Background: an optimization exercise with open tools, aiming at small area, a short achievable clock period and few clock cycles per item. Do not read the settings as production practice. At most, simulation tests tie the RTL to the original design; equivalence was not proved.

== try-delta ==
Design source_token_scanner, start of the top module:
module source_token_scanner (
    input  logic        aclk,
    input  logic        aresetn,
    input  logic        s_valid,
    output logic        s_ready,
    input  logic [7:0]  s_char_code,
    input  logic        s_end_of_input,
    output logic        m_valid,
    input  logic        m_ready,
    output logic [4:0]  m_token_kind,
    output logic [31:0] m_start_pos,
    output logic [5:0]  m_token_length,
    output logic [30:0] m_int_value,
    output logic        m_leading_space,
    output logic        m_last_result
);
    localparam int PW = 18;
    localparam logic [7:0] CH_NEWLINE = 8'h0A;
    localparam logic [7:0] CH_LPAREN  = 8'h28;
    localparam logic [7:0] CH_RPAREN  = 8'h29;
    localparam logic [7:0] CH_STAR    = 8'h2A;
    localparam logic [7:0] CH_PLUS    = 8'h2B;
    localparam logic [7:0] CH_COMMA   = 8'h2C;
    localparam logic [7:0] CH_MINUS   = 8'h2D;
    localparam logic [7:0] CH_DOT     = 8'h2E;
    localparam logic [7:0] CH_SLASH   = 8'h2F;
    localparam logic [7:0] CH_COLON   = 8'h3A;
    localparam logic [7:0] CH_EQUALS  = 8'h3D;
    localparam logic [7:0] CH_GT      = 8'h3E;
    localparam logic [7:0] CH_LBRACE  = 8'h7B;
    localparam logic [7:0] CH_RBRACE  = 8'h7D;
  ...
Size: roughly 790 cells after synthesis, about 91 I/O pins, ~7000 µm² of cells after synthesis.
clock: 5.5 ns
lec_check: 0
cap_margin: 20
core_margin: 2
core_utilization: 45
place_density: 0.65
setup_slack_margin: 2.5
slew_margin: 20
standard.sh (not shown) runs the stock make flow with config.mk's settings and CLKGATE_MAP_FILE= SYNTH_SCRIPT=/design/flow/synth_recipe.tcl, a recipe that flattens the netlist after the stock synthesis.
==> flow/flow/run.sh <==
#!/bin/bash
# The standard layout, with buf_2 cells as the port buffers in place of the
# default delay-buffer cells, and a clock tree of clkbuf_4 cells without
# dummy balancing loads. Every tool's output goes to a log file here.
set -euo pipefail
export BUFFER_PORTS_ARGS="-buffer_cell sky130_fd_sc_hd__buf_2"
export CTS_ARGS="-sink_clustering_enable -repair_clock_nets -dont_use_dummy_load -sink_clustering_size 30 -sink_clustering_max_diameter 100 -buf_list sky130_fd_sc_hd__clkbuf_4"
bash standard.sh > standard_flow.log 2>&1
--- input diff try-delta..try-harbor ---
diff --git a/flow/design.v b/flow/design.v
--- a/flow/design.v
+++ b/flow/design.v
@@ -230,46 +230,44 @@
     end
     assign digits_n = (!in_word_q || digits_q) && c_digit;
     localparam int AW = 28;
     logic          acc_keep;
     logic          acc_fresh;
     logic [1:0]    lo_sum;
     logic          lo_cout;
     logic [AW-1:0] ha;
     logic [AW-1:0] hb;
-    logic [AW-1:0] pg_g [6];
-    logic [AW-1:0] pg_p [6];
-    logic [AW-1:0] hi_carry;
+    logic [AW:0]   pg_g [6];
+    logic [AW:0]   pg_p [6];
     logic [AW-1:0] hi_sum;
     logic [30:0]   prod;
     logic          ovf;
     assign acc_keep  = in_word_q && digits_q && c_digit;
     assign acc_fresh = !in_word_q && c_digit;
     assign lo_sum[0] = acc_q[0] ^ d[1];
     assign lo_sum[1] = acc_q[1] ^ d[2] ^ (acc_q[0] & d[1]);
     assign lo_cout   = d[3] | (acc_q[1] & d[2]) | ((acc_q[1] | d[2]) & acc_q[0] & d[1]);
     assign ha        = acc_q[29:2];
     assign hb        = acc_q[27:0];
-    assign pg_g[0]   = ha & hb;
-    assign pg_p[0]   = ha ^ hb;
+    assign pg_g[0]   = {ha & hb, lo_cout};
+    assign pg_p[0]   = {ha ^ hb, 1'b0};
     for (genvar l = 0; l < 5; l++) begin : g_ks
-        for (genvar j = 0; j < AW; j++) begin : g_pos
+        for (genvar j = 0; j <= AW; j++) begin : g_pos
             if (j >= (1 << l)) begin : g_join
                 assign pg_g[l + 1][j] = pg_g[l][j] | (pg_p[l][j] & pg_g[l][j - (1 << l)]);
                 assign pg_p[l + 1][j] = pg_p[l][j] & pg_p[l][j - (1 << l)];
             end else begin : g_pass
                 assign pg_g[l + 1][j] = pg_g[l][j];
                 assign pg_p[l + 1][j] = pg_p[l][j];
             end
         end
     end
-    assign hi_carry  = {pg_g[5][AW-2:0] | (pg_p[5][AW-2:0] & {(AW - 1){lo_cout}}), lo_cout};
-    assign hi_sum    = pg_p[0] ^ hi_carry;
+    assign hi_sum    = pg_p[0][AW:1] ^ pg_g[5][AW-1:0];
     assign prod      = {hi_sum, lo_sum, d[0]};
     assign ovf       = acc_q > 31'd214748364 || (acc_q == 31'd214748364 && d >= 4'd8);
     assign cmt_start = in_word_q && kw_q == KW_SLASH && c == CL_SLASH;
     assign la_gt     = !la_end && la == CL_GT;
     assign la_slash  = !la_end && la == CL_SLASH;
     assign ends      = la_end || la == CL_SPACE || la == CL_NEWLINE ||
                        la == CL_COMMA || la == CL_DOT || la == CL_LPAREN ||
                        la == CL_RPAREN || la == CL_LBRACE || la == CL_RBRACE ||
                        la == CL_COLON || la == CL_MINUS;
Results
try-harbor ended up with a higher flop-to-flop setup slack than try-delta did. In try-harbor, the summed area of non-filler cells in the final layout came out 0.45% above the value in try-delta. try-harbor against try-delta: worst setup slack before clock tree synthesis shows a reduction of 0.43 ns; clock latency on the worst-skew pair went up 0.03 ns. The layout multi-input combinational cell count reported for try-harbor is greater than that of try-delta by 0.50%. [compare] base=try-delta new=try-harbor: number of library cell types mapped by synthesis now sits higher; global-route wire length before repair picked up an extra 1500 µm; global routing usage on met2 picked up an extra 2.1 points; non-clock buffer total of the final layout shows a reduction of 12%; die area shows an increase of 390 µm². Looking at netlist area before placement, try-harbor sits above try-delta. Diff try-harbor..try-delta | maximum root-to-sink buffer count | unchanged. Clock transition time at the flip-flop clock pins of the worst setup and hold paths of try-harbor is on par with try-delta.
Testbench counts of try-harbor, summed over its fixed seeds: cycles 32,736, items 32,325.
Only the layout flow was run in try-delta; the RTL was not checked for function there.

-- port drivers added, routing unchanged --
In the flow no input, the clock included, has a driving cell. The finished layouts below were timed again as built, in two steps.
Step 1, drivers: a clkbuf_16 drives aclk and a buf_2 each remaining input, both assumed.
Step 2 also shifts input and output timing later by t, the mid clock arrival at the registers, as if the neighbouring blocks saw the same clock.
Three values: no drivers, after step 1, after step 2; two values: the first two.
run | shift t [ns] | setup slack, ns | worst setup path at the end | latest minus earliest clock arrival (ns)
try-delta | 0.531 | 2.524 / 2.524 / 2.228 | input to register | 0.045 / 0.044
try-harbor | 0.561 | 2.684 / 2.684 / 2.232 | input to register | 0.039 / 0.039
After both steps every run listed still meets setup and hold. The setup slack of try-harbor, which loses most, moves by 0.000 ns with the drivers and by -0.452 ns with both steps.
